Background: an optimization exercise with open tools, aiming at small area, a short achievable clock period and few clock cycles per item. Do not read the settings as production practice. Function was checked by simulation only, so behaviour that the tests miss may differ from the original.

==> flow/design.v (outline; a module is shown in full before it is edited, if it fits) <==
// module samplerz_top: 880 lines
// module csa_fa: 10 lines
// module csa_ha: 9 lines
module samplerz_top (
  input  logic               clk,
  input  logic               rst_n_i,
  input  logic               start_i,
  input  logic [31:0]        mu_i,
  input  logic [15:0]        inv_sigma_prime_i,
  input  logic [15:0]        inv_sigma_sqr_div_2_i,
  input  logic               falcon_type_i,
  input  logic               rand_val_i,
  input  logic [23:0]        rand_cdt_i,
  input  logic               rand_b_i,
  input  logic [7:0]         rand_8_i,
  output logic               dout_val_o,
  output logic signed [15:0] w_o,
  output logic               request_rand_o,
  output logic               busy_o
);
  // ...
==> flow/flow/run.sh <==
#!/bin/bash
# standard synthesis and layout, with the port buffers inserted as buf_1 cells
# (every input and output port still gets its own buffer)
set -euo pipefail
MARGIN=5
bash standard.sh synth > synth.log 2>&1
MK=$(grep '^make ' standard.sh | sed 's/ "\${@:-finish}"$//' | sed "s/SETUP_SLACK_MARGIN=[-0-9.]*/SETUP_SLACK_MARGIN=$MARGIN/")
eval "$MK \"BUFFER_PORTS_ARGS=-buffer_cell sky130_fd_sc_hd__buf_1\" finish" > layout.log 2>&1
bash standard.sh finish > write_def.log 2>&1
==> flow/standard.sh <==
#!/bin/bash
# synth_recipe.tcl (not shown) runs the flow's synth.tcl, then flattens the netlist and writes it again
# the make line also repeats each setting of config.mk as NAME=value (left out here)
make -C /OpenROAD-flow-scripts/flow DESIGN_CONFIG=/design/flow/config.mk WORK_HOME=/design/flow/orfs CLKGATE_MAP_FILE= SYNTH_SCRIPT=/design/flow/synth_recipe.tcl "${@:-finish}"
==> flow/config.mk <==
export PLATFORM = sky130hd
export DESIGN_NAME = samplerz_top
export DESIGN_NICKNAME = samplerz_top
export VERILOG_FILES = /design/flow/design.v
export SDC_FILE = /design/flow/constraint.sdc
export NUM_CORES = 4
export LEC_CHECK = 0
export CAP_MARGIN = 20
export CORE_MARGIN = 2
export CORE_UTILIZATION = 80
export SETUP_SLACK_MARGIN = 5
export SLEW_MARGIN = 20
export SYNTH_HIERARCHICAL = 1
export SYNTH_MINIMUM_KEEP_SIZE = 0
==> flow/constraint.sdc <==
create_clock -name core_clock -period 11.0 [get_ports {clk}]
set_input_delay 2.2000 -clock core_clock [delete_from_list [all_inputs] [get_ports {clk}]]
set_output_delay 2.2000 -clock core_clock [all_outputs]
set_load 0.01 [all_outputs]
==> summary.md, run 1 <==
| Metric | Value |
|---|---|
| Status | no timing/DRC/antenna violations |
| Flop2flop setup slack | 4970 ps |
| Gr busiest metal | met2 |
| Final worst setup slack | 4970 ps |
| Pins Over Slew Limit | 0 |
| CTS resizes | 48 |
| Critical path's top delay family | adder cells |
| Final setup violating endpoints | 0 |
| Vias/cell | 7.01 |
| Max incr delay on CP | 780 ps |
| Setup WS pre-CTS | 4190 ps |
| Via count | 18.1k |
| Pin count of the biggest net entering global routing | 77 |
| Reg2reg path depth | 16 |
| Adder-Cell Fraction of Synth Area | 34.2% |
| GRT Overall Usage | 43.2% |
| Post-synth top area share | 25.3% |
| Total CTS buffers | 17 |
| Chip height | 170 um |
| Reg-to-reg critical path startpoint | two_q[4] |
| Critical path origin | two_q[4] |
| Clk root buf | clkbuf_16 |
| Largest register FFs | 23 |
| Largest register by flop count | mb_q |
Testbench counts, summed over its fixed seeds: cycles 13,624, samples 2,400.
==> inputs of run 2 (changes only) <==
--- a/flow/design.v
+++ b/flow/design.v
@@ -283,46 +283,47 @@
   assign mb_top = top_q ? mb_q : 23'd0;
   always_comb begin
     for (int i = 0; i < 8; i++) begin
       for (int j = 0; j < 24; j++) begin
         pp[i][j] = ((one_q[i] & (j < 23 ? mb_q[j < 23 ? j : 0] : 1'b0)) | (two_q[i] & bx[j])) ^ neg_q[i];
       end
     end
   end
-  logic [24:0] np2;
-  assign np2 =
-    ({m_2, b_2} == 5'b00010) ? 25'd33544545 :
-    ({m_2, b_2} == 5'b00100) ? 25'd33514884 :
-    ({m_2, b_2} == 5'b00101) ? 25'd33544545 :
-    ({m_2, b_2} == 5'b00110) ? 25'd33465449 :
-    ({m_2, b_2} == 5'b00111) ? 25'd33514884 :
-    ({m_2, b_2} == 5'b01000) ? 25'd33396240 :
-    ({m_2, b_2} == 5'b01001) ? 25'd33465449 :
-    ({m_2, b_2} == 5'b01010) ? 25'd33307257 :
-    ({m_2, b_2} == 5'b01011) ? 25'd33396240 :
-    ({m_2, b_2} == 5'b01100) ? 25'd33198500 :
-    ({m_2, b_2} == 5'b01101) ? 25'd33307257 :
-    ({m_2, b_2} == 5'b01110) ? 25'd33069969 :
-    ({m_2, b_2} == 5'b01111) ? 25'd33198500 :
-    ({m_2, b_2} == 5'b10000) ? 25'd32921664 :
-    ({m_2, b_2} == 5'b10001) ? 25'd33069969 :
-    ({m_2, b_2} == 5'b10010) ? 25'd32753585 :
-    ({m_2, b_2} == 5'b10011) ? 25'd32921664 :
-    ({m_2, b_2} == 5'b10100) ? 25'd32565732 :
-    ({m_2, b_2} == 5'b10101) ? 25'd32753585 :
-    ({m_2, b_2} == 5'b10111) ? 25'd32565732 :
-    25'd0;
+  logic [19:0] p2;
+  assign p2 =
+    ({m_2, b_2} == 5'b00010) ? 20'd9887 :
+    ({m_2, b_2} == 5'b00100) ? 20'd39548 :
+    ({m_2, b_2} == 5'b00101) ? 20'd9887 :
+    ({m_2, b_2} == 5'b00110) ? 20'd88983 :
+    ({m_2, b_2} == 5'b00111) ? 20'd39548 :
+    ({m_2, b_2} == 5'b01000) ? 20'd158192 :
+    ({m_2, b_2} == 5'b01001) ? 20'd88983 :
+    ({m_2, b_2} == 5'b01010) ? 20'd247175 :
+    ({m_2, b_2} == 5'b01011) ? 20'd158192 :
+    ({m_2, b_2} == 5'b01100) ? 20'd355932 :
+    ({m_2, b_2} == 5'b01101) ? 20'd247175 :
+    ({m_2, b_2} == 5'b01110) ? 20'd484463 :
+    ({m_2, b_2} == 5'b01111) ? 20'd355932 :
+    ({m_2, b_2} == 5'b10000) ? 20'd632768 :
+    ({m_2, b_2} == 5'b10001) ? 20'd484463 :
+    ({m_2, b_2} == 5'b10010) ? 20'd800847 :
+    ({m_2, b_2} == 5'b10011) ? 20'd632768 :
+    ({m_2, b_2} == 5'b10100) ? 20'd988700 :
+    ({m_2, b_2} == 5'b10101) ? 20'd800847 :
+    ({m_2, b_2} == 5'b10111) ? 20'd988700 :
+    20'd0;
   logic [40:0] t;
   logic [11:0] t_3;    
   logic [3:0]  m_3;
   logic        b_3;
   logic [7:0]  r8_3;
   logic s3_s0, s3_c0;
-  csa_ha u_s3_s0 (.a(mb_top[0]), .b(pp[0][16]), .s(s3_s0), .co(s3_c0));
+  assign s3_s0 = ~(mb_top[0] ^ pp[0][16]);
+  assign s3_c0 = mb_top[0] | pp[0][16];
   logic s3_s1, s3_c1;
   csa_fa u_s3_s1 (.a(mb_top[1]), .b(pp[0][17]), .c(pp[1][15]), .s(s3_s1), .co(s3_c1));
   logic s3_s2, s3_c2;
   csa_fa u_s3_s2 (.a(mb_top[2]), .b(pp[0][18]), .c(pp[1][16]), .s(s3_s2), .co(s3_c2));
   logic s3_s3, s3_c3;
   csa_fa u_s3_s3 (.a(mb_top[3]), .b(pp[0][19]), .c(pp[1][17]), .s(s3_s3), .co(s3_c3));
   logic s3_s4, s3_c4;
   csa_fa u_s3_s4 (.a(mb_top[4]), .b(pp[0][20]), .c(pp[1][18]), .s(s3_s4), .co(s3_c4));
@@ -371,96 +372,96 @@
   csa_fa u_s3_s24 (.a(pp[3][9]), .b(pp[4][7]), .c(pp[5][5]), .s(s3_s24), .co(s3_c24));
   logic s3_s25, s3_c25;
   csa_ha u_s3_s25 (.a(pp[6][3]), .b(pp[7][1]), .s(s3_s25), .co(s3_c25));
   logic s3_s26, s3_c26;
   csa_fa u_s3_s26 (.a(pp[1][14]), .b(pp[2][12]), .c(pp[3][10]), .s(s3_s26), .co(s3_c26));
   logic s3_s27, s3_c27;
   csa_fa u_s3_s27 (.a(pp[4][8]), .b(pp[5][6]), .c(pp[6][4]), .s(s3_s27), .co(s3_c27));
   logic s3_s28, s3_c28;
-  csa_fa u_s3_s28 (.a(pp[7][2]), .b(s3_s0), .c(np2[0]), .s(s3_s28), .co(s3_c28));
+  csa_fa u_s3_s28 (.a(pp[7][2]), .b(s3_s0), .c(~p2[0]), .s(s3_s28), .co(s3_c28));
   logic s3_s29, s3_c29;
   csa_fa u_s3_s29 (.a(pp[2][13]), .b(pp[3][11]), .c(pp[4][9]), .s(s3_s29), .co(s3_c29));
   logic s3_s30, s3_c30;
   csa_fa u_s3_s30 (.a(pp[5][7]), .b(pp[6][5]), .c(pp[7][3]), .s(s3_s30), .co(s3_c30));
   logic s3_s31, s3_c31;
-  csa_fa u_s3_s31 (.a(s3_c0), .b(s3_s1), .c(np2[1]), .s(s3_s31), .co(s3_c31));
+  csa_fa u_s3_s31 (.a(s3_c0), .b(s3_s1), .c(~p2[1]), .s(s3_s31), .co(s3_c31));
   logic s3_s32, s3_c32;
   csa_fa u_s3_s32 (.a(pp[2][14]), .b(pp[3][12]), .c(pp[4][10]), .s(s3_s32), .co(s3_c32));
   logic s3_s33, s3_c33;
   csa_fa u_s3_s33 (.a(pp[5][8]), .b(pp[6][6]), .c(pp[7][4]), .s(s3_s33), .co(s3_c33));
   logic s3_s34, s3_c34;
-  csa_fa u_s3_s34 (.a(s3_c1), .b(s3_s2), .c(np2[2]), .s(s3_s34), .co(s3_c34));
+  csa_fa u_s3_s34 (.a(s3_c1), .b(s3_s2), .c(~p2[2]), .s(s3_s34), .co(s3_c34));
   logic s3_s35, s3_c35;
   csa_fa u_s3_s35 (.a(pp[2][15]), .b(pp[3][13]), .c(pp[4][11]), .s(s3_s35), .co(s3_c35));
   logic s3_s36, s3_c36;
   csa_fa u_s3_s36 (.a(pp[5][9]), .b(pp[6][7]), .c(pp[7][5]), .s(s3_s36), .co(s3_c36));
   logic s3_s37, s3_c37;
-  csa_fa u_s3_s37 (.a(s3_c2), .b(s3_s3), .c(np2[3]), .s(s3_s37), .co(s3_c37));
+  csa_fa u_s3_s37 (.a(s3_c2), .b(s3_s3), .c(~p2[3]), .s(s3_s37), .co(s3_c37));
   logic s3_s38, s3_c38;
   csa_fa u_s3_s38 (.a(pp[2][16]), .b(pp[3][14]), .c(pp[4][12]), .s(s3_s38), .co(s3_c38));
   logic s3_s39, s3_c39;
   csa_fa u_s3_s39 (.a(pp[5][10]), .b(pp[6][8]), .c(pp[7][6]), .s(s3_s39), .co(s3_c39));
   logic s3_s40, s3_c40;
-  csa_fa u_s3_s40 (.a(s3_c3), .b(s3_s4), .c(np2[4]), .s(s3_s40), .co(s3_c40));
+  csa_fa u_s3_s40 (.a(s3_c3), .b(s3_s4), .c(~p2[4]), .s(s3_s40), .co(s3_c40));
   logic s3_s41, s3_c41;
   csa_fa u_s3_s41 (.a(pp[2][17]), .b(pp[3][15]), .c(pp[4][13]), .s(s3_s41), .co(s3_c41));
   logic s3_s42, s3_c42;
   csa_fa u_s3_s42 (.a(pp[5][11]), .b(pp[6][9]), .c(pp[7][7]), .s(s3_s42), .co(s3_c42));
   logic s3_s43, s3_c43;
-  csa_fa u_s3_s43 (.a(s3_c4), .b(s3_s5), .c(np2[5]), .s(s3_s43), .co(s3_c43));
+  csa_fa u_s3_s43 (.a(s3_c4), .b(s3_s5), .c(~p2[5]), .s(s3_s43), .co(s3_c43));
   logic s3_s44, s3_c44;
   csa_fa u_s3_s44 (.a(pp[2][18]), .b(pp[3][16]), .c(pp[4][14]), .s(s3_s44), .co(s3_c44));
   logic s3_s45, s3_c45;
   csa_fa u_s3_s45 (.a(pp[5][12]), .b(pp[6][10]), .c(pp[7][8]), .s(s3_s45), .co(s3_c45));
   logic s3_s46, s3_c46;
-  csa_fa u_s3_s46 (.a(s3_c5), .b(s3_s6), .c(np2[6]), .s(s3_s46), .co(s3_c46));
+  csa_fa u_s3_s46 (.a(s3_c5), .b(s3_s6), .c(~p2[6]), .s(s3_s46), .co(s3_c46));
   logic s3_s47, s3_c47;
   csa_fa u_s3_s47 (.a(pp[2][19]), .b(pp[3][17]), .c(pp[4][15]), .s(s3_s47), .co(s3_c47));
   logic s3_s48, s3_c48;
   csa_fa u_s3_s48 (.a(pp[5][13]), .b(pp[6][11]), .c(pp[7][9]), .s(s3_s48), .co(s3_c48));
   logic s3_s49, s3_c49;
-  csa_fa u_s3_s49 (.a(s3_c6), .b(s3_s7), .c(np2[7]), .s(s3_s49), .co(s3_c49));
+  csa_fa u_s3_s49 (.a(s3_c6), .b(s3_s7), .c(~p2[7]), .s(s3_s49), .co(s3_c49));
   logic s3_s50, s3_c50;
   csa_fa u_s3_s50 (.a(pp[3][18]), .b(pp[4][16]), .c(pp[5][14]), .s(s3_s50), .co(s3_c50));
   logic s3_s51, s3_c51;
   csa_fa u_s3_s51 (.a(pp[6][12]), .b(pp[7][10]), .c(s3_s8), .s(s3_s51), .co(s3_c51));
   logic s3_s52, s3_c52;
-  csa_fa u_s3_s52 (.a(s3_c7), .b(s3_s9), .c(np2[8]), .s(s3_s52), .co(s3_c52));
+  csa_fa u_s3_s52 (.a(s3_c7), .b(s3_s9), .c(~p2[8]), .s(s3_s52), .co(s3_c52));
   logic s3_s53, s3_c53;
   csa_fa u_s3_s53 (.a(pp[4][17]), .b(pp[5][15]), .c(pp[6][13]), .s(s3_s53), .co(s3_c53));
   logic s3_s54, s3_c54;
   csa_fa u_s3_s54 (.a(pp[7][11]), .b(s3_c8), .c(s3_c9), .s(s3_s54), .co(s3_c54));
   logic s3_s55, s3_c55;
-  csa_fa u_s3_s55 (.a(s3_s10), .b(s3_s11), .c(np2[9]), .s(s3_s55), .co(s3_c55));
+  csa_fa u_s3_s55 (.a(s3_s10), .b(s3_s11), .c(~p2[9]), .s(s3_s55), .co(s3_c55));
   logic s3_s56, s3_c56;
   csa_fa u_s3_s56 (.a(pp[3][20]), .b(pp[4][18]), .c(pp[5][16]), .s(s3_s56), .co(s3_c56));
   logic s3_s57, s3_c57;
   csa_fa u_s3_s57 (.a(pp[6][14]), .b(pp[7][12]), .c(s3_c10), .s(s3_s57), .co(s3_c57));
   logic s3_s58, s3_c58;
-  csa_fa u_s3_s58 (.a(s3_c11), .b(s3_s12), .c(np2[10]), .s(s3_s58), .co(s3_c58));
+  csa_fa u_s3_s58 (.a(s3_c11), .b(s3_s12), .c(~p2[10]), .s(s3_s58), .co(s3_c58));
   logic s3_s59, s3_c59;
   csa_fa u_s3_s59 (.a(pp[2][23]), .b(pp[3][21]), .c(pp[4][19]), .s(s3_s59), .co(s3_c59));
   logic s3_s60, s3_c60;
   csa_fa u_s3_s60 (.a(pp[5][17]), .b(pp[6][15]), .c(pp[7][13]), .s(s3_s60), .co(s3_c60));
   logic s3_s61, s3_c61;
-  csa_fa u_s3_s61 (.a(s3_s13), .b(s3_c12), .c(np2[11]), .s(s3_s61), .co(s3_c61));
+  csa_fa u_s3_s61 (.a(s3_s13), .b(s3_c12), .c(~p2[11]), .s(s3_s61), .co(s3_c61));
   logic s3_s62, s3_c62;
   csa_fa u_s3_s62 (.a(~neg_q[2]), .b(mb_top[12]), .c(pp[3][22]), .s(s3_s62), .co(s3_c62));
   logic s3_s63, s3_c63;
   csa_fa u_s3_s63 (.a(pp[4][20]), .b(pp[5][18]), .c(pp[6][16]), .s(s3_s63), .co(s3_c63));
   logic s3_s64, s3_c64;
-  csa_fa u_s3_s64 (.a(pp[7][14]), .b(s3_c13), .c(np2[12]), .s(s3_s64), .co(s3_c64));
+  csa_fa u_s3_s64 (.a(pp[7][14]), .b(s3_c13), .c(~p2[12]), .s(s3_s64), .co(s3_c64));
   logic s3_s65, s3_c65;
   assign s3_s65 = ~(mb_top[13] ^ pp[3][23]);
   assign s3_c65 = mb_top[13] | pp[3][23];
   logic s3_s66, s3_c66;
   csa_fa u_s3_s66 (.a(pp[4][21]), .b(pp[5][19]), .c(pp[6][17]), .s(s3_s66), .co(s3_c66));
   logic s3_s67, s3_c67;
-  csa_ha u_s3_s67 (.a(pp[7][15]), .b(np2[13]), .s(s3_s67), .co(s3_c67));
+  csa_ha u_s3_s67 (.a(pp[7][15]), .b(~p2[13]), .s(s3_s67), .co(s3_c67));
   logic s3_s68, s3_c68;
   csa_fa u_s3_s68 (.a(~neg_q[3]), .b(mb_top[14]), .c(pp[4][22]), .s(s3_s68), .co(s3_c68));
   logic s3_s69, s3_c69;
   csa_fa u_s3_s69 (.a(pp[5][20]), .b(pp[6][18]), .c(pp[7][16]), .s(s3_s69), .co(s3_c69));
   logic s3_s70, s3_c70;
   assign s3_s70 = ~(mb_top[15] ^ pp[4][23]);
   assign s3_c70 = mb_top[15] | pp[4][23];
   logic s3_s71, s3_c71;
@@ -560,196 +561,186 @@
   csa_fa u_s3_s117 (.a(s3_s63), .b(s3_c61), .c(s3_s64), .s(s3_s117), .co(s3_c117));
   logic s3_s118, s3_c118;
   csa_fa u_s3_s118 (.a(s3_c62), .b(s3_c63), .c(s3_s65), .s(s3_s118), .co(s3_c118));
   logic s3_s119, s3_c119;
   csa_fa u_s3_s119 (.a(s3_s66), .b(s3_c64), .c(s3_s67), .s(s3_s119), .co(s3_c119));
   logic s3_s120, s3_c120;
   csa_fa u_s3_s120 (.a(s3_c65), .b(s3_c66), .c(s3_s68), .s(s3_s120), .co(s3_c120));
   logic s3_s121, s3_c121;
-  csa_fa u_s3_s121 (.a(s3_s69), .b(np2[14]), .c(s3_c67), .s(s3_s121), .co(s3_c121));
+  csa_fa u_s3_s121 (.a(s3_s69), .b(~p2[14]), .c(s3_c67), .s(s3_s121), .co(s3_c121));
   logic s3_s122, s3_c122;
   csa_fa u_s3_s122 (.a(pp[7][17]), .b(s3_c68), .c(s3_c69), .s(s3_s122), .co(s3_c122));
   logic s3_s123, s3_c123;
-  csa_fa u_s3_s123 (.a(s3_s70), .b(s3_s71), .c(np2[15]), .s(s3_s123), .co(s3_c123));
+  csa_fa u_s3_s123 (.a(s3_s70), .b(s3_s71), .c(~p2[15]), .s(s3_s123), .co(s3_c123));
   logic s3_s124, s3_c124;
   csa_fa u_s3_s124 (.a(pp[6][20]), .b(pp[7][18]), .c(s3_c70), .s(s3_s124), .co(s3_c124));
   logic s3_s125, s3_c125;
-  csa_fa u_s3_s125 (.a(s3_c71), .b(s3_s72), .c(np2[16]), .s(s3_s125), .co(s3_c125));
+  csa_fa u_s3_s125 (.a(s3_c71), .b(s3_s72), .c(~p2[16]), .s(s3_s125), .co(s3_c125));
   logic s3_s126, s3_c126;
   csa_fa u_s3_s126 (.a(pp[5][23]), .b(pp[6][21]), .c(pp[7][19]), .s(s3_s126), .co(s3_c126));
   logic s3_s127, s3_c127;
-  csa_fa u_s3_s127 (.a(s3_s73), .b(s3_c72), .c(np2[17]), .s(s3_s127), .co(s3_c127));
+  csa_fa u_s3_s127 (.a(s3_s73), .b(s3_c72), .c(~p2[17]), .s(s3_s127), .co(s3_c127));
   logic s3_s128, s3_c128;
   csa_fa u_s3_s128 (.a(~neg_q[5]), .b(mb_top[18]), .c(pp[6][22]), .s(s3_s128), .co(s3_c128));
   logic s3_s129, s3_c129;
-  csa_fa u_s3_s129 (.a(pp[7][20]), .b(s3_c73), .c(np2[18]), .s(s3_s129), .co(s3_c129));
+  csa_fa u_s3_s129 (.a(pp[7][20]), .b(s3_c73), .c(~p2[18]), .s(s3_s129), .co(s3_c129));
   logic s3_s130, s3_c130;
   assign s3_s130 = ~(mb_top[19] ^ pp[6][23]);
   assign s3_c130 = mb_top[19] | pp[6][23];
   logic s3_s131, s3_c131;
-  csa_ha u_s3_s131 (.a(pp[7][21]), .b(np2[19]), .s(s3_s131), .co(s3_c131));
+  csa_ha u_s3_s131 (.a(pp[7][21]), .b(~p2[19]), .s(s3_s131), .co(s3_c131));
   logic s3_s132, s3_c132;
-  csa_fa u_s3_s132 (.a(~neg_q[6]), .b(mb_top[20]), .c(pp[7][22]), .s(s3_s132), .co(s3_c132));
+  assign s3_s132 = ~(~neg_q[6] ^ mb_top[20]);
+  assign s3_c132 = ~neg_q[6] | mb_top[20];
   logic s3_s133, s3_c133;
-  assign s3_s133 = ~mb_top[21];
-  assign s3_c133 = mb_top[21];
+  csa_ha u_s3_s133 (.a(neg_q[2]), .b(pp[0][4]), .s(s3_s133), .co(s3_c133));
   logic s3_s134, s3_c134;
-  csa_ha u_s3_s134 (.a(neg_q[2]), .b(pp[0][4]), .s(s3_s134), .co(s3_c134));
+  csa_ha u_s3_s134 (.a(pp[0][5]), .b(pp[1][3]), .s(s3_s134), .co(s3_c134));
   logic s3_s135, s3_c135;
-  csa_ha u_s3_s135 (.a(pp[0][5]), .b(pp[1][3]), .s(s3_s135), .co(s3_c135));
+  csa_fa u_s3_s135 (.a(pp[1][4]), .b(pp[2][2]), .c(pp[3][0]), .s(s3_s135), .co(s3_c135));
   logic s3_s136, s3_c136;
-  csa_fa u_s3_s136 (.a(pp[1][4]), .b(pp[2][2]), .c(pp[3][0]), .s(s3_s136), .co(s3_c136));
+  csa_fa u_s3_s136 (.a(pp[2][3]), .b(pp[3][1]), .c(s3_c74), .s(s3_s136), .co(s3_c136));
   logic s3_s137, s3_c137;
-  csa_fa u_s3_s137 (.a(pp[2][3]), .b(pp[3][1]), .c(s3_c74), .s(s3_s137), .co(s3_c137));
+  csa_fa u_s3_s137 (.a(pp[4][0]), .b(s3_c75), .c(s3_s76), .s(s3_s137), .co(s3_c137));
   logic s3_s138, s3_c138;
-  csa_fa u_s3_s138 (.a(pp[4][0]), .b(s3_c75), .c(s3_s76), .s(s3_s138), .co(s3_c138));
+  csa_fa u_s3_s138 (.a(s3_c76), .b(s3_c77), .c(s3_s78), .s(s3_s138), .co(s3_c138));
   logic s3_s139, s3_c139;
-  csa_fa u_s3_s139 (.a(s3_c76), .b(s3_c77), .c(s3_s78), .s(s3_s139), .co(s3_c139));
+  csa_fa u_s3_s139 (.a(s3_c78), .b(s3_c79), .c(s3_s80), .s(s3_s139), .co(s3_c139));
   logic s3_s140, s3_c140;
-  csa_fa u_s3_s140 (.a(s3_c78), .b(s3_c79), .c(s3_s80), .s(s3_s140), .co(s3_c140));
+  csa_fa u_s3_s140 (.a(s3_c80), .b(s3_s82), .c(s3_c81), .s(s3_s140), .co(s3_c140));
   logic s3_s141, s3_c141;
-  csa_fa u_s3_s141 (.a(s3_c80), .b(s3_s82), .c(s3_c81), .s(s3_s141), .co(s3_c141));
+  csa_fa u_s3_s141 (.a(s3_c82), .b(s3_s84), .c(s3_c83), .s(s3_s141), .co(s3_c141));
   logic s3_s142, s3_c142;
-  csa_fa u_s3_s142 (.a(s3_c82), .b(s3_s84), .c(s3_c83), .s(s3_s142), .co(s3_c142));
+  csa_fa u_s3_s142 (.a(s3_c84), .b(s3_c85), .c(s3_s86), .s(s3_s142), .co(s3_c142));
   logic s3_s143, s3_c143;
-  csa_fa u_s3_s143 (.a(s3_c84), .b(s3_c85), .c(s3_s86), .s(s3_s143), .co(s3_c143));
+  csa_fa u_s3_s143 (.a(s3_c86), .b(s3_c87), .c(s3_s88), .s(s3_s143), .co(s3_c143));
   logic s3_s144, s3_c144;
-  csa_fa u_s3_s144 (.a(s3_c86), .b(s3_c87), .c(s3_s88), .s(s3_s144), .co(s3_c144));
+  csa_fa u_s3_s144 (.a(s3_c88), .b(s3_c89), .c(s3_s90), .s(s3_s144), .co(s3_c144));
   logic s3_s145, s3_c145;
-  csa_fa u_s3_s145 (.a(s3_c88), .b(s3_c89), .c(s3_s90), .s(s3_s145), .co(s3_c145));
+  csa_fa u_s3_s145 (.a(s3_c90), .b(s3_c91), .c(s3_s92), .s(s3_s145), .co(s3_c145));
   logic s3_s146, s3_c146;
-  csa_fa u_s3_s146 (.a(s3_c90), .b(s3_c91), .c(s3_s92), .s(s3_s146), .co(s3_c146));
+  csa_fa u_s3_s146 (.a(s3_c92), .b(s3_s94), .c(s3_c93), .s(s3_s146), .co(s3_c146));
   logic s3_s147, s3_c147;
-  csa_fa u_s3_s147 (.a(s3_c92), .b(s3_s94), .c(s3_c93), .s(s3_s147), .co(s3_c147));
+  csa_fa u_s3_s147 (.a(s3_c94), .b(s3_s96), .c(s3_c95), .s(s3_s147), .co(s3_c147));
   logic s3_s148, s3_c148;
-  csa_fa u_s3_s148 (.a(s3_c94), .b(s3_s96), .c(s3_c95), .s(s3_s148), .co(s3_c148));
+  csa_fa u_s3_s148 (.a(s3_c96), .b(s3_s98), .c(s3_c97), .s(s3_s148), .co(s3_c148));
   logic s3_s149, s3_c149;
-  csa_fa u_s3_s149 (.a(s3_c96), .b(s3_s98), .c(s3_c97), .s(s3_s149), .co(s3_c149));
+  csa_fa u_s3_s149 (.a(s3_c98), .b(s3_s100), .c(s3_c99), .s(s3_s149), .co(s3_c149));
   logic s3_s150, s3_c150;
-  csa_fa u_s3_s150 (.a(s3_c98), .b(s3_s100), .c(s3_c99), .s(s3_s150), .co(s3_c150));
+  csa_fa u_s3_s150 (.a(s3_c100), .b(s3_s102), .c(s3_c101), .s(s3_s150), .co(s3_c150));
   logic s3_s151, s3_c151;
-  csa_fa u_s3_s151 (.a(s3_c100), .b(s3_s102), .c(s3_c101), .s(s3_s151), .co(s3_c151));
+  csa_fa u_s3_s151 (.a(s3_c102), .b(s3_s104), .c(s3_c103), .s(s3_s151), .co(s3_c151));
   logic s3_s152, s3_c152;
-  csa_fa u_s3_s152 (.a(s3_c102), .b(s3_s104), .c(s3_c103), .s(s3_s152), .co(s3_c152));
+  csa_fa u_s3_s152 (.a(s3_c104), .b(s3_s106), .c(s3_c105), .s(s3_s152), .co(s3_c152));
   logic s3_s153, s3_c153;
-  csa_fa u_s3_s153 (.a(s3_c104), .b(s3_s106), .c(s3_c105), .s(s3_s153), .co(s3_c153));
+  csa_fa u_s3_s153 (.a(s3_c106), .b(s3_s108), .c(s3_c107), .s(s3_s153), .co(s3_c153));
   logic s3_s154, s3_c154;
-  csa_fa u_s3_s154 (.a(s3_c106), .b(s3_s108), .c(s3_c107), .s(s3_s154), .co(s3_c154));
+  csa_fa u_s3_s154 (.a(s3_c108), .b(s3_s110), .c(s3_c109), .s(s3_s154), .co(s3_c154));
   logic s3_s155, s3_c155;
-  csa_fa u_s3_s155 (.a(s3_c108), .b(s3_s110), .c(s3_c109), .s(s3_s155), .co(s3_c155));
+  csa_fa u_s3_s155 (.a(s3_c110), .b(s3_s112), .c(s3_c111), .s(s3_s155), .co(s3_c155));
   logic s3_s156, s3_c156;
-  csa_fa u_s3_s156 (.a(s3_c110), .b(s3_s112), .c(s3_c111), .s(s3_s156), .co(s3_c156));
+  csa_fa u_s3_s156 (.a(s3_s114), .b(s3_c112), .c(s3_c113), .s(s3_s156), .co(s3_c156));
   logic s3_s157, s3_c157;
-  csa_fa u_s3_s157 (.a(s3_s114), .b(s3_c112), .c(s3_c113), .s(s3_s157), .co(s3_c157));
+  csa_fa u_s3_s157 (.a(s3_c114), .b(s3_s116), .c(s3_c115), .s(s3_s157), .co(s3_c157));
   logic s3_s158, s3_c158;
-  csa_fa u_s3_s158 (.a(s3_c114), .b(s3_s116), .c(s3_c115), .s(s3_s158), .co(s3_c158));
+  csa_fa u_s3_s158 (.a(s3_c116), .b(s3_s118), .c(s3_c117), .s(s3_s158), .co(s3_c158));
   logic s3_s159, s3_c159;
-  csa_fa u_s3_s159 (.a(s3_c116), .b(s3_s118), .c(s3_c117), .s(s3_s159), .co(s3_c159));
+  csa_fa u_s3_s159 (.a(s3_c118), .b(s3_s120), .c(s3_c119), .s(s3_s159), .co(s3_c159));
   logic s3_s160, s3_c160;
-  csa_fa u_s3_s160 (.a(s3_c118), .b(s3_s120), .c(s3_c119), .s(s3_s160), .co(s3_c160));
+  csa_fa u_s3_s160 (.a(s3_c120), .b(s3_s122), .c(s3_s123), .s(s3_s160), .co(s3_c160));
   logic s3_s161, s3_c161;
-  csa_fa u_s3_s161 (.a(s3_c120), .b(s3_s122), .c(s3_s123), .s(s3_s161), .co(s3_c161));
+  csa_fa u_s3_s161 (.a(s3_c122), .b(s3_s124), .c(s3_c123), .s(s3_s161), .co(s3_c161));
   logic s3_s162, s3_c162;
-  csa_fa u_s3_s162 (.a(s3_c122), .b(s3_s124), .c(s3_c123), .s(s3_s162), .co(s3_c162));
+  csa_fa u_s3_s162 (.a(s3_s126), .b(s3_c124), .c(s3_c125), .s(s3_s162), .co(s3_c162));
   logic s3_s163, s3_c163;
-  csa_fa u_s3_s163 (.a(s3_s126), .b(s3_c124), .c(s3_c125), .s(s3_s163), .co(s3_c163));
+  csa_fa u_s3_s163 (.a(s3_c126), .b(s3_s128), .c(s3_c127), .s(s3_s163), .co(s3_c163));
   logic s3_s164, s3_c164;
-  csa_fa u_s3_s164 (.a(s3_c126), .b(s3_s128), .c(s3_c127), .s(s3_s164), .co(s3_c164));
+  csa_fa u_s3_s164 (.a(s3_c128), .b(s3_s130), .c(s3_c129), .s(s3_s164), .co(s3_c164));
   logic s3_s165, s3_c165;
-  csa_fa u_s3_s165 (.a(s3_c128), .b(s3_s130), .c(s3_c129), .s(s3_s165), .co(s3_c165));
+  csa_fa u_s3_s165 (.a(pp[7][22]), .b(s3_s132), .c(s3_c130), .s(s3_s165), .co(s3_c165));
   logic s3_s166, s3_c166;
-  csa_fa u_s3_s166 (.a(s3_c130), .b(s3_s132), .c(np2[20]), .s(s3_s166), .co(s3_c166));
+  csa_ha u_s3_s166 (.a(mb_top[21]), .b(pp[7][23]), .s(s3_s166), .co(s3_c166));
   logic s3_s167, s3_c167;
-  csa_fa u_s3_s167 (.a(pp[7][23]), .b(s3_s133), .c(s3_c132), .s(s3_s167), .co(s3_c167));
+  csa_ha u_s3_s167 (.a(neg_q[1]), .b(pp[0][2]), .s(s3_s167), .co(s3_c167));
   logic s3_s168, s3_c168;
-  csa_fa u_s3_s168 (.a(~neg_q[7]), .b(mb_top[22]), .c(s3_c133), .s(s3_s168), .co(s3_c168));
+  csa_ha u_s3_s168 (.a(pp[0][3]), .b(pp[1][1]), .s(s3_s168), .co(s3_c168));
   logic s3_s169, s3_c169;
-  csa_ha u_s3_s169 (.a(neg_q[1]), .b(pp[0][2]), .s(s3_s169), .co(s3_c169));
+  csa_fa u_s3_s169 (.a(pp[1][2]), .b(pp[2][0]), .c(s3_s133), .s(s3_s169), .co(s3_c169));
   logic s3_s170, s3_c170;
-  csa_ha u_s3_s170 (.a(pp[0][3]), .b(pp[1][1]), .s(s3_s170), .co(s3_c170));
+  csa_fa u_s3_s170 (.a(pp[2][1]), .b(s3_c133), .c(s3_s134), .s(s3_s170), .co(s3_c170));
   logic s3_s171, s3_c171;
-  csa_fa u_s3_s171 (.a(pp[1][2]), .b(pp[2][0]), .c(s3_s134), .s(s3_s171), .co(s3_c171));
+  csa_fa u_s3_s171 (.a(s3_c134), .b(s3_s135), .c(s3_s74), .s(s3_s171), .co(s3_c171));
   logic s3_s172, s3_c172;
-  csa_fa u_s3_s172 (.a(pp[2][1]), .b(s3_c134), .c(s3_s135), .s(s3_s172), .co(s3_c172));
+  csa_fa u_s3_s172 (.a(s3_c135), .b(s3_s75), .c(s3_s136), .s(s3_s172), .co(s3_c172));
   logic s3_s173, s3_c173;
-  csa_fa u_s3_s173 (.a(s3_c135), .b(s3_s136), .c(s3_s74), .s(s3_s173), .co(s3_c173));
+  csa_fa u_s3_s173 (.a(s3_s77), .b(s3_c136), .c(s3_s137), .s(s3_s173), .co(s3_c173));
   logic s3_s174, s3_c174;
-  csa_fa u_s3_s174 (.a(s3_c136), .b(s3_s75), .c(s3_s137), .s(s3_s174), .co(s3_c174));
+  csa_fa u_s3_s174 (.a(s3_s79), .b(s3_c137), .c(s3_s138), .s(s3_s174), .co(s3_c174));
   logic s3_s175, s3_c175;
-  csa_fa u_s3_s175 (.a(s3_s77), .b(s3_c137), .c(s3_s138), .s(s3_s175), .co(s3_c175));
+  csa_fa u_s3_s175 (.a(s3_c138), .b(s3_s139), .c(s3_s81), .s(s3_s175), .co(s3_c175));
   logic s3_s176, s3_c176;
-  csa_fa u_s3_s176 (.a(s3_s79), .b(s3_c138), .c(s3_s139), .s(s3_s176), .co(s3_c176));
+  csa_fa u_s3_s176 (.a(s3_c139), .b(s3_s83), .c(s3_s140), .s(s3_s176), .co(s3_c176));
   logic s3_s177, s3_c177;
-  csa_fa u_s3_s177 (.a(s3_c139), .b(s3_s140), .c(s3_s81), .s(s3_s177), .co(s3_c177));
+  csa_fa u_s3_s177 (.a(s3_s85), .b(s3_c140), .c(s3_s141), .s(s3_s177), .co(s3_c177));
   logic s3_s178, s3_c178;
-  csa_fa u_s3_s178 (.a(s3_c140), .b(s3_s83), .c(s3_s141), .s(s3_s178), .co(s3_c178));
+  csa_fa u_s3_s178 (.a(s3_s87), .b(s3_c141), .c(s3_s142), .s(s3_s178), .co(s3_c178));
   logic s3_s179, s3_c179;
-  csa_fa u_s3_s179 (.a(s3_s85), .b(s3_c141), .c(s3_s142), .s(s3_s179), .co(s3_c179));
+  csa_fa u_s3_s179 (.a(s3_s89), .b(s3_c142), .c(s3_s143), .s(s3_s179), .co(s3_c179));
   logic s3_s180, s3_c180;
-  csa_fa u_s3_s180 (.a(s3_s87), .b(s3_c142), .c(s3_s143), .s(s3_s180), .co(s3_c180));
+  csa_fa u_s3_s180 (.a(s3_s91), .b(s3_c143), .c(s3_s144), .s(s3_s180), .co(s3_c180));
   logic s3_s181, s3_c181;
-  csa_fa u_s3_s181 (.a(s3_s89), .b(s3_c143), .c(s3_s144), .s(s3_s181), .co(s3_c181));
+  csa_fa u_s3_s181 (.a(s3_c144), .b(s3_s145), .c(s3_s93), .s(s3_s181), .co(s3_c181));
   logic s3_s182, s3_c182;
-  csa_fa u_s3_s182 (.a(s3_s91), .b(s3_c144), .c(s3_s145), .s(s3_s182), .co(s3_c182));
+  csa_fa u_s3_s182 (.a(s3_c145), .b(s3_s95), .c(s3_s146), .s(s3_s182), .co(s3_c182));
   logic s3_s183, s3_c183;
-  csa_fa u_s3_s183 (.a(s3_c145), .b(s3_s146), .c(s3_s93), .s(s3_s183), .co(s3_c183));
+  csa_fa u_s3_s183 (.a(s3_s97), .b(s3_c146), .c(s3_s147), .s(s3_s183), .co(s3_c183));
   logic s3_s184, s3_c184;
-  csa_fa u_s3_s184 (.a(s3_c146), .b(s3_s95), .c(s3_s147), .s(s3_s184), .co(s3_c184));
+  csa_fa u_s3_s184 (.a(s3_s99), .b(s3_c147), .c(s3_s148), .s(s3_s184), .co(s3_c184));
   logic s3_s185, s3_c185;
-  csa_fa u_s3_s185 (.a(s3_s97), .b(s3_c147), .c(s3_s148), .s(s3_s185), .co(s3_c185));
+  csa_fa u_s3_s185 (.a(s3_s101), .b(s3_c148), .c(s3_s149), .s(s3_s185), .co(s3_c185));
   logic s3_s186, s3_c186;
-  csa_fa u_s3_s186 (.a(s3_s99), .b(s3_c148), .c(s3_s149), .s(s3_s186), .co(s3_c186));
+  csa_fa u_s3_s186 (.a(s3_s103), .b(s3_c149), .c(s3_s150), .s(s3_s186), .co(s3_c186));
   logic s3_s187, s3_c187;
-  csa_fa u_s3_s187 (.a(s3_s101), .b(s3_c149), .c(s3_s150), .s(s3_s187), .co(s3_c187));
+  csa_fa u_s3_s187 (.a(s3_s105), .b(s3_c150), .c(s3_s151), .s(s3_s187), .co(s3_c187));
   logic s3_s188, s3_c188;
-  csa_fa u_s3_s188 (.a(s3_s103), .b(s3_c150), .c(s3_s151), .s(s3_s188), .co(s3_c188));
+  csa_fa u_s3_s188 (.a(s3_s107), .b(s3_c151), .c(s3_s152), .s(s3_s188), .co(s3_c188));
   logic s3_s189, s3_c189;
-  csa_fa u_s3_s189 (.a(s3_s105), .b(s3_c151), .c(s3_s152), .s(s3_s189), .co(s3_c189));
+  csa_fa u_s3_s189 (.a(s3_s109), .b(s3_c152), .c(s3_s153), .s(s3_s189), .co(s3_c189));
   logic s3_s190, s3_c190;
-  csa_fa u_s3_s190 (.a(s3_s107), .b(s3_c152), .c(s3_s153), .s(s3_s190), .co(s3_c190));
+  csa_fa u_s3_s190 (.a(s3_s111), .b(s3_c153), .c(s3_s154), .s(s3_s190), .co(s3_c190));
   logic s3_s191, s3_c191;
-  csa_fa u_s3_s191 (.a(s3_s109), .b(s3_c153), .c(s3_s154), .s(s3_s191), .co(s3_c191));
+  csa_fa u_s3_s191 (.a(s3_s113), .b(s3_c154), .c(s3_s155), .s(s3_s191), .co(s3_c191));
   logic s3_s192, s3_c192;
-  csa_fa u_s3_s192 (.a(s3_s111), .b(s3_c154), .c(s3_s155), .s(s3_s192), .co(s3_c192));
+  csa_fa u_s3_s192 (.a(s3_s115), .b(s3_c155), .c(s3_s156), .s(s3_s192), .co(s3_c192));
   logic s3_s193, s3_c193;
-  csa_fa u_s3_s193 (.a(s3_s113), .b(s3_c155), .c(s3_s156), .s(s3_s193), .co(s3_c193));
+  csa_fa u_s3_s193 (.a(s3_s117), .b(s3_c156), .c(s3_s157), .s(s3_s193), .co(s3_c193));
   logic s3_s194, s3_c194;
-  csa_fa u_s3_s194 (.a(s3_s115), .b(s3_c156), .c(s3_s157), .s(s3_s194), .co(s3_c194));
+  csa_fa u_s3_s194 (.a(s3_s119), .b(s3_c157), .c(s3_s158), .s(s3_s194), .co(s3_c194));
   logic s3_s195, s3_c195;
-  csa_fa u_s3_s195 (.a(s3_s117), .b(s3_c157), .c(s3_s158), .s(s3_s195), .co(s3_c195));
+  csa_fa u_s3_s195 (.a(s3_s121), .b(s3_c158), .c(s3_s159), .s(s3_s195), .co(s3_c195));
   logic s3_s196, s3_c196;
-  csa_fa u_s3_s196 (.a(s3_s119), .b(s3_c158), .c(s3_s159), .s(s3_s196), .co(s3_c196));
+  csa_fa u_s3_s196 (.a(s3_s160), .b(s3_c121), .c(s3_c159), .s(s3_s196), .co(s3_c196));
   logic s3_s197, s3_c197;
-  csa_fa u_s3_s197 (.a(s3_s121), .b(s3_c159), .c(s3_s160), .s(s3_s197), .co(s3_c197));
+  csa_fa u_s3_s197 (.a(s3_s125), .b(s3_c160), .c(s3_s161), .s(s3_s197), .co(s3_c197));
   logic s3_s198, s3_c198;
-  csa_fa u_s3_s198 (.a(s3_s161), .b(s3_c121), .c(s3_c160), .s(s3_s198), .co(s3_c198));
+  csa_fa u_s3_s198 (.a(s3_s127), .b(s3_c161), .c(s3_s162), .s(s3_s198), .co(s3_c198));
   logic s3_s199, s3_c199;
-  csa_fa u_s3_s199 (.a(s3_s125), .b(s3_c161), .c(s3_s162), .s(s3_s199), .co(s3_c199));
+  csa_fa u_s3_s199 (.a(s3_s129), .b(s3_c162), .c(s3_s163), .s(s3_s199), .co(s3_c199));
   logic s3_s200, s3_c200;
-  csa_fa u_s3_s200 (.a(s3_s127), .b(s3_c162), .c(s3_s163), .s(s3_s200), .co(s3_c200));
+  csa_fa u_s3_s200 (.a(s3_s131), .b(s3_c163), .c(s3_s164), .s(s3_s200), .co(s3_c200));
   logic s3_s201, s3_c201;
-  csa_fa u_s3_s201 (.a(s3_s129), .b(s3_c163), .c(s3_s164), .s(s3_s201), .co(s3_c201));
+  csa_fa u_s3_s201 (.a(s3_s165), .b(s3_c131), .c(s3_c164), .s(s3_s201), .co(s3_c201));
   logic s3_s202, s3_c202;
-  csa_fa u_s3_s202 (.a(s3_s131), .b(s3_c164), .c(s3_s165), .s(s3_s202), .co(s3_c202));
+  csa_fa u_s3_s202 (.a(s3_c132), .b(s3_s166), .c(s3_c165), .s(s3_s202), .co(s3_c202));
   logic s3_s203, s3_c203;
-  csa_fa u_s3_s203 (.a(s3_s166), .b(s3_c131), .c(s3_c165), .s(s3_s203), .co(s3_c203));
-  logic s3_s204, s3_c204;
-  csa_fa u_s3_s204 (.a(np2[21]), .b(s3_s167), .c(s3_c166), .s(s3_s204), .co(s3_c204));
-  logic s3_s205, s3_c205;
-  csa_fa u_s3_s205 (.a(np2[22]), .b(s3_s168), .c(s3_c167), .s(s3_s205), .co(s3_c205));
-  logic s3_s206, s3_c206;
-  assign s3_s206 = ~(np2[23] ^ s3_c168);
-  assign s3_c206 = np2[23] | s3_c168;
-  logic s3_s207, s3_c207;
-  assign s3_s207 = ~np2[24];
-  assign s3_c207 = np2[24];
+  csa_fa u_s3_s203 (.a(~neg_q[7]), .b(mb_top[22]), .c(s3_c166), .s(s3_s203), .co(s3_c203));
   logic [40:0] s3_a, s3_b;
-  assign s3_a = {s3_c206, s3_c205, s3_c204, s3_c203, s3_c202, s3_c201, s3_c200, s3_c199, s3_c198, s3_c197, s3_c196, s3_c195, s3_c194, s3_c193, s3_c192, s3_c191, s3_c190, s3_c189, s3_c188, s3_c187, s3_c186, s3_c185, s3_c184, s3_c183, s3_c182, s3_c181, s3_c180, s3_c179, s3_c178, s3_c177, s3_c176, s3_c175, s3_c174, s3_c173, s3_c172, s3_c171, s3_c170, s3_c169, s3_s169, pp[0][1], neg_q[0]};
-  assign s3_b = {s3_s207, s3_s206, s3_s205, s3_s204, s3_s203, s3_s202, s3_s201, s3_s200, s3_s199, s3_s198, s3_s197, s3_s196, s3_s195, s3_s194, s3_s193, s3_s192, s3_s191, s3_s190, s3_s189, s3_s188, s3_s187, s3_s186, s3_s185, s3_s184, s3_s183, s3_s182, s3_s181, s3_s180, s3_s179, s3_s178, s3_s177, s3_s176, s3_s175, s3_s174, s3_s173, s3_s172, s3_s171, s3_s170, pp[1][0], 1'b0, pp[0][0]};
+  assign s3_a = {1'b1, s3_c203, s3_c202, s3_c201, s3_c200, s3_c199, s3_c198, s3_c197, s3_c196, s3_c195, s3_c194, s3_c193, s3_c192, s3_c191, s3_c190, s3_c189, s3_c188, s3_c187, s3_c186, s3_c185, s3_c184, s3_c183, s3_c182, s3_c181, s3_c180, s3_c179, s3_c178, s3_c177, s3_c176, s3_c175, s3_c174, s3_c173, s3_c172, s3_c171, s3_c170, s3_c169, s3_c168, s3_c167, s3_s167, pp[0][1], neg_q[0]};
+  assign s3_b = {1'b0, 1'b1, s3_s203, s3_s202, s3_s201, s3_s200, s3_s199, s3_s198, s3_s197, s3_s196, s3_s195, s3_s194, s3_s193, s3_s192, s3_s191, s3_s190, s3_s189, s3_s188, s3_s187, s3_s186, s3_s185, s3_s184, s3_s183, s3_s182, s3_s181, s3_s180, s3_s179, s3_s178, s3_s177, s3_s176, s3_s175, s3_s174, s3_s173, s3_s172, s3_s171, s3_s170, s3_s169, s3_s168, pp[1][0], 1'b0, pp[0][0]};
   assign t = s3_a + s3_b;
   logic [8:0]  ccs_q;
   always_ff @(posedge clk) begin
     if (take_job)   r2_q <= inv_sigma_prime_i;
     else if (ph1_q) r2_q <= t[31:16];
     if (ph2_q) ccs_q <= (t[31:23] > 9'd256) ? 9'd256 : t[31:23];
     t_3  <= t[40:29];
     m_3  <= m_2;
==> flow/flow/run.sh (replaced) <==
#!/bin/bash
# standard synthesis and layout, with the port buffers inserted as buf_1 cells
# (every input and output port still gets its own buffer)
set -euo pipefail
MARGIN=5.4
bash standard.sh synth > synth.log 2>&1
MK=$(grep '^make ' standard.sh | sed 's/ "\${@:-finish}"$//' | sed "s/SETUP_SLACK_MARGIN=[-0-9.]*/SETUP_SLACK_MARGIN=$MARGIN/")
eval "$MK \"BUFFER_PORTS_ARGS=-buffer_cell sky130_fd_sc_hd__buf_1\" finish" > layout.log 2>&1
bash standard.sh finish > write_def.log 2>&1
==> flow/config.mk (replaced) <==
export PLATFORM = sky130hd
export DESIGN_NAME = samplerz_top
export DESIGN_NICKNAME = samplerz_top
export VERILOG_FILES = /design/flow/design.v
export SDC_FILE = /design/flow/constraint.sdc
export NUM_CORES = 4
export LEC_CHECK = 0
export CAP_MARGIN = 20
export CORE_MARGIN = 2
export CORE_UTILIZATION = 60
export SETUP_SLACK_MARGIN = 5
export SLEW_MARGIN = 20
export SYNTH_HIERARCHICAL = 1
export SYNTH_MINIMUM_KEEP_SIZE = 0
==> run 2 against run 1 <==
Sequential cell count unchanged. Via count down 8.0%. Critical path type unchanged. Register-to-register slack better by 500 ps. Highest routed layer is now met4. Still clean.
==> summary.md, run 2 <==
| Metric | Value |
|---|---|
| Flop2flop setup slack | 5470 ps (+500 ps) |
| Min cycle time layout | 5530 ps |
| Filler cells | 2,870 |
| DR iter-0 viols | 1,513 |
| GR Util met2 | 51.2% |
| Top_reg_cell synth | dfxtp_1 |
| Starting Density | 61.0% |
| CP endpoint kind | flop |
| Fin. Hold Viols | 0 |
| Clk root buf | clkbuf_16 |
| Count of cell types in the netlist | 74 |
| Critical path origin | t_3[0] |
| Clock buffer depth | 2 |
| Setup TNS | 0 ps |
| CP Class | flop to flop |
| Ant. Diodes | 0 |
| CP Max Fanout | 5 |
| Post-synthesis cell count | 2,177 |
| Status | no timing/DRC/antenna violations |
| RSZ-0062 raised after global routing | true |
| Post-synth top cells | xnor2_1, fa_1, a22oi_1 |
| Die footprint | 37,800 um2 |
| Nets | 2,762 |
| Drt total wl | 58.3 mm |
| GP Congestion | 0.926 |
| YS warnings | 11 |
| Register Area | 4820 um2 |
| Clk_skew | 23.1 ps |
| Final core occ | 66.9% |
| Area delta synth->final | 9.64% |
| Max Fclk | 181 MHz |
| Final setup violating endpoints | 0 (unchanged) |
| Reg-to-reg critical path startpoint | t_3[0] |
| Min Hold Slack | 337 ps |
| Largest register FFs | 23 (unchanged) |
| Clock sink count | 196 |
| Slew HR | 31.4% |
| CP required | 11,410 ps |
| Met3 Resource Use GR | 5.43% |
| Area occupied by multi-input gates | 16,600 um2 |
| Crit path DAT | 5940 ps |
| Ys async rst share | 0% |
| Most frequent cells in the layout | xnor2_1, fa_1, a22oi_1 |
| Final period utilization | 50.3% |
| Via count | 16.7k (-8.0%) |
| Post-DP HPWL | 42.5 mm |
| Top cells by area, synth | fa_1, xnor2_1, dfxtp_1 |
| Crit path to | busy_q |
| Largest register by flop count | mb_q |
| Post-synth top area share | 25.2% (-0.078 points) |
| DRC viols | 0 |
| FF-to-FF End | busy_q |
| Hold Crit Class | flop to flop |
| Most common cell in the netlist | xnor2_1 |
| GRT Overall Usage | 30.8% (-12 points) |
| Commonest non-fill, non-tap cell in the layout | xnor2_1 |
| Syn avg cell area | 9.99 um2 |
| Die width | 194 um |
| Sequential area share after synthesis | 21.4% |
| Post-route ant nets | 0 |
| TritonCTS clock tree | built |
| Post-synth top area cell | fa_1 |
| Reg2reg path depth | 21 (+5) |
| Register clock-pin slew on the reported worst setup and hold paths | 90 ps |
| FP Rows | 69 |
| WL/cell | 21.6 um |
| Initial antenna violation count | 0 |
| Pins Over Slew Limit | 0 (unchanged) |
| DRT Pass-1 Iters | 23 |
| Chip height | 194 um (+15%) |
| IO buf count | 120 |
| Finished Cell Area | 23,800 um2 |
| Total CTS buffers | 17 (unchanged) |
| First-pass GRT wire length | 91.1 mm |
| Register bit count reported by yosys | 196 |
| H-tree levels | 4 |
| Number of flops mapped to enable cells by yosys | 74 |
| Clock latency on the worst-skew pair | 480 ps |
| Worst Setup Start Kind | flop |
| GR Layer Usage met1 | 40.7% |
| Gr busiest metal | met2 |
| GRT Residual Overflow | 0 |
| Cell area after synthesis | 21,800 um2 |
| Vias/cell | 6.16 (-12%) |
| I/O pins | 121 |
| Max-capacitance violation count | 0 |
| Layout cells sized above 1 | 10.0% |
| Worst Tran Pin Value | 1030 ps |
| Vias in the first global route | 16.7k |
| Cts hold-fix bufs | 0 |
| Pin count of the biggest net entering global routing | 81 (+5.2%) |
| Core ar. | 35,700 um2 |
| DP Area | 22,300 um2 |
## run 2: cell types whose count changed in the layout (fill, tap and decap cells not counted), moves of 9 or more
cell / delta
nor2b_1: +13
buf_4: +35
dfxtp_4: +17
fa_1: -9
and2_1: -30
dfxtp_2: -13
o21ai_0: -33
## run 2: critical path, stage by stage, from the launching register on
cell and delay (ps):
dfxtp_4 380, inv_6 50, ha_4 170, nor3_2 160, a21oi_1 60, mux4_2 500, a21oi_4 210, and2b_1 220
fa_2 390, fa_1 540, fa_1 460, fa_1 470, ha_1 300, a21o_1 160, a21o_1 160, a21oi_2 120
o21ai_2 80, a31oi_4 240, or4b_4 510, nand4_4 110, a21oi_2 70, nor2_1 120
## run 2: kinds of logic after synthesis
kind of cell               after synthesis  synth area share, %
muxes                                   15                0.897
and+or+nand+nor                        506                 11.4
adders and majority gates              430                 34.2
xor gates and xnor gates               321                 13.0
other                                    1               0.0172
AOI/OAI and AO/OA                      493                 15.4
buffers and inverters                  215                 3.76
DFF                                    196                 21.4
## run 2: area by class of cell
type,instances,share of cell area (%)
multi-input combinational,1766,69.4
clock buffer,17,1.78
timing repair buffer,184,4.25
sequential,196,20.2
tap,461,2.42
clock inverter,15,0.850
inverter,65,1.05
## run 2: timing repair
action | 4_1_cts | 5_1_grt
gates resized for setup | 102 | 63
setup buffers | 14 | 34
pin swaps | 12 | 26
setup endpoints to repair | 38 | 33
## run 2: how the worst min path moves through the flow
stage | from | slack (ps) | to | cells after the start
after global placement | r8_1[1] | 310 | r8_2[1] | 0
after detailed placement | r8_1[6] | 310 | r8_2[6] | 0
after global routing | r8_1[1] | 340 | r8_2[1] | 0
after CTS | r8_2[3] | 340 | r8_3[3] | 0
after floorplan | r8_1[0] | 310 | r8_2[0] | 0
final | r8_2[5] | 340 | r8_3[5] | 0
## run 2: metrics by stage
| stage | setup WS [ps] | instances |
|---|---|---|
| 4_1_cts | 5380 | 2670 |
| 6_report | 5470 | 2704 |
| 3_5_place_dp | 4640 | 2624 |
| 3_3_place_gp | 4700 | 2624 |
| 5_1_grt | 5210 | 2704 |
| 2_1_floorplan | 5400 | 2177 |
## run 2: per-module statistics from Yosys (local to each module, per instance)
module | cells | flops+latches | copies in the design | area, um2
csa_fa | 1 | 0 | 271 | 20.0
samplerz_top | 1856 | 196 | 1 | 15700
csa_ha | 1 | 0 | 50 | 12.5
## run 2: per-layer routing
metal	share of wire [%]	routed length, um
met1	41	23900
met4	3.7	2160
met5	0	0
met3	7.7	4500
met2	48	27700
Testbench counts of run 2, summed over its fixed seeds: cycles 13,624, samples 2,400.
==> inputs of run 3 (changes only) <==
==> flow/flow/run.sh (replaced) <==
#!/bin/bash
# standard synthesis and layout, with the port buffers inserted as buf_1 cells
# (every input and output port still gets its own buffer)
set -euo pipefail
MARGIN=5
bash standard.sh synth > synth.log 2>&1
MK=$(grep '^make ' standard.sh | sed 's/ "\${@:-finish}"$//' | sed "s/SETUP_SLACK_MARGIN=[-0-9.]*/SETUP_SLACK_MARGIN=$MARGIN/")
eval "$MK \"BUFFER_PORTS_ARGS=-buffer_cell sky130_fd_sc_hd__buf_1\" finish" > layout.log 2>&1
bash standard.sh finish > write_def.log 2>&1
==> run 3 against run 2 <==
Clock-buffer cell count is the same. Non-clock buffer count shrank 41. Highest routed layer unchanged. Hold slack lost 5.9 ps. Utilization shrank 1.8 points. Still clean. Sequential cell count is the same. Critical path depth shrank 1. Clock skew shrank 6.7 ps. Critical endpoint is now v1_q. Sequential share of layout area grew 0.23 points. Largest cell class unchanged.
==> summary.md, run 3 <==
| Metric | Value |
|---|---|
| IO buf count | 120 (unchanged) |
| Nets | 2,721 (-1.5%) |
| Syn avg cell area | 9.99 um2 (unchanged) |
| Worst Tran Pin Value | 1140 ps (+106 ps) |
| Post-route ant nets | 0 (unchanged) |
| RSZ-0062 raised after global routing | true |
| Final setup violating endpoints | 0 (unchanged) |
| Vias in the first global route | 16.7k (-0.50%) |
| Largest register by flop count | mb_q |
| CP endpoint kind | flop |
| Max Fclk | 174 MHz (-3.9%) |
| Layout cells sized above 1 | 6.99% (-3.0 points) |
| Ys async rst share | 0% (unchanged) |
| CP required | 11,400 ps (about the same) |
| Count of cell types in the netlist | 74 (unchanged) |
| Most used cell, CP | fa_1 |
| Register bit count reported by yosys | 196 (unchanged) |
| Most frequent cells in the layout | xnor2_1, fa_1, a22oi_1 |
| WL/cell | 21.1 um (-2.2%) |
| Setup TNS | 0 ps (unchanged) |
| Initial antenna violation count | 0 (unchanged) |
| Final period utilization | 52.3% (+2.0 points) |
| Vias/cell | 6.10 (-0.97%) |
| GRT Overall Usage | 30.6% (-0.18 points) |
| CP Max Fanout | 6 (+1) |
| Total CTS buffers | 17 (unchanged) |
| YS warnings | 11 (unchanged) |
| Pin count of the biggest net entering global routing | 55 (-32%) |
| Area delta synth->final | 6.74% |
| Clock buffer depth | 2 (unchanged) |
| Crit path DAT | 6160 ps (+220 ps) |
| Top_reg_cell synth | dfxtp_1 |
| Worst path slowest cell | fa_2 |
| Clock sink count | 196 (unchanged) |
| Clk root buf | clkbuf_16 |
| Flop2flop setup slack | 5250 ps (-220 ps) |
| DRT Pass-1 Iters | 22 (-4.3%) |
| GP Congestion | 0.893 (-3.6%) |
| FP Rows | 69 (unchanged) |
| Worst Setup Start Kind | flop |
| H-tree levels | 4 (unchanged) |
| Max incr delay on CP | 570 ps (+30 ps) |
| Status | no timing/DRC/antenna violations |
| Commonest non-fill, non-tap cell in the layout | xnor2_1 |
| Die width | 194 um (unchanged) |
| Die footprint | 37,800 um2 (unchanged) |
| Final cell count without fillers | 2,664 (-1.5%) |
| Post-synth top area share | 25.2% (unchanged) |
| Post-DP HPWL | 42.5 mm (about the same) |
| Number of flops mapped to enable cells by yosys | 74 (unchanged) |
| DR iter-0 viols | 1,400 (-7.5%) |
| Sequential area share after synthesis | 21.4% (unchanged) |
| Fin. Hold Viols | 0 (unchanged) |
| Drt total wl | 56.1 mm (-3.7%) |
| Via count | 16.3k (-2.4%) |
| Top cells by area, synth | fa_1, xnor2_1, dfxtp_1 |
| Largest register FFs | 23 (unchanged) |
| Hold Crit Class | flop to flop |
| DRC viols | 0 (unchanged) |
| I/O pins | 121 (unchanged) |
| DP Area | 22,300 um2 (about the same) |
| CP Class | flop to flop |
| Starting Density | 61.0% (unchanged) |
| First-pass GRT wire length | 90.5 mm (-0.70%) |
| Chip height | 194 um (unchanged) |
| Slew HR | 24.0% (-7.4 points) |
| Clk_skew | 16.4 ps (-6.74 ps) |
| Finished Cell Area | 23,200 um2 (-2.6%) |
| Register clock-pin slew on the reported worst setup and hold paths | 80 ps (about the same) |
| Most common cell in the netlist | xnor2_1 |
| Post-synth top area cell | fa_1 |
| Post-synthesis cell count | 2,177 (unchanged) |
| Max-capacitance violation count | 0 (unchanged) |
| Cell area after synthesis | 21,800 um2 (unchanged) |
| GRT Residual Overflow | 0 (unchanged) |
| Clock latency on the worst-skew pair | 470 ps (about the same) |
| Cts hold-fix bufs | 0 (unchanged) |
| CP Cell Sequence | inv_1 > ha_2 > nor3_2 > a21oi_1 > mux4_2 > a21oi_4 > and2b_1 > fa_1 > fa_2 > fa_1 > fa_1 > ha_1 > a21o_1 > a21o_1 > a21oi_2 > o21ai_1 > a31oi_2 > or4b_4 > nand4_2 > and4_1 |
| DP Cell Count | 2,624 (unchanged) |
| Min cycle time layout | 5750 ps (+223 ps) |
| Core ar. | 35,700 um2 (unchanged) |
| Pins Over Slew Limit | 0 (unchanged) |
| Post-synth top cells | xnor2_1, fa_1, a22oi_1 |
| TritonCTS clock tree | built |
==> run 3: cell counts after synthesis <==
No cell type changed its count.
==> run 3: final cells by class <==
cell class / instances / area [um2]
clock buffer: 17 / 425
timing repair buffer: 143 / 634
fill: 2908 / 12400
tap: 461 / 577
multi-input combinational: 1766 / 16400
inverter: 65 / 245
clock inverter: 15 / 213
sequential: 196 / 4740
antenna: 1 / 2.50
==> run 3: per-module statistics from Yosys, one instance, submodules excluded <==
module	area, um2	cells inside	flops+latches	copies in the design
csa_ha	12.5	1	0	50
csa_fa	20.0	1	0	271
samplerz_top	15700	1856	196	1
==> run 3: final timing paths <==
kind,startpoint,endpoint,depth (start not counted)
worst min register to register,r8_1[7],r8_2[7],0
worst max-delay path,t_3[0],v1_q,20
worst min-delay path,r8_1[7],r8_2[7],0
worst max register to register,t_3[0],v1_q,20
==> run 3: per-stage QoR <==
stage               hold WS, ps  utilization (%)  setup slack [ps]
floorplan                   310                -              5260
global placement            317             62.6              4860
detailed placement          313             62.6              4680
CTS                         335             64.6              5020
global route                343             65.1              4940
finish                      332             65.1              5250
==> run 3: timing repair <==
| item | in CTS | in global routing |
|---|---|---|
| setup buffers | 1 | 6 |
| setup endpoints to repair | 12 | 30 |
| pin swaps | 1 | 6 |
| resized for setup | 29 | 50 |
==> run 3: logic make-up after synthesis <==
| family | count (synthesis) | synth area share, % |
|---|---|---|
| buf+inv | 215 | 3.76 |
| simple gates | 506 | 11.4 |
| mux | 15 | 0.897 |
| xor+xnor | 321 | 13.0 |
| flops | 196 | 21.4 |
| fa+ha+maj | 430 | 34.2 |
| compound gates | 493 | 15.4 |
| other cells | 1 | 0.0172 |
==> run 3: layer usage <==
layer | global-route usage [%] | wire, um
met1 | 40.7 | 23600
met2 | 51.8 | 27100
met3 | 4.44 | 3830
met4 | 10.1 | 1550
met5 | 0 | 0
==> run 3: critical path: cells and delay by family, from the launching register on <==
kind / cells / cell delay (ps)
adder cells (fa/ha/maj): 6 / 2390
AO/OA/AOI/OAI: 7 / 1080
AND/OR/NAND/NOR: 5 / 1250
flip-flops: 1 / 380
buffers and inverters: 1 / 110
multiplexers: 1 / 500

==> re-timing with driven ports <==
No port has a modelled driver above. Below, the same layouts with a new extraction and two added sets of constraints.
Step 1 (the two cells are an assumption about what drives the block):
set clk [get_ports {clk}]
set_driving_cell -lib_cell sky130_fd_sc_hd__clkbuf_16 $clk
set_driving_cell -lib_cell sky130_fd_sc_hd__buf_2 [delete_from_list [all_inputs] $clk]
Step 2 times the ports against the registers' clock, not the clock port: input delays grow and output delays shrink by t, the midpoint of the rising clock arrivals with the driver on.
Slacks: ideal ports / drivers / drivers and shift; pairs: ideal ports / drivers.
run	t (ns)	setup WS [ns]	worst register clock-pin slew, ns
run 1	0.512	4.973 / 4.973 / 4.973	0.09 / 0.09
run 2	0.522	5.469 / 5.469 / 5.469	0.10 / 0.10
run 3	0.516	5.246 / 5.246 / 5.246	0.09 / 0.09
After both steps every run listed still meets setup and hold.
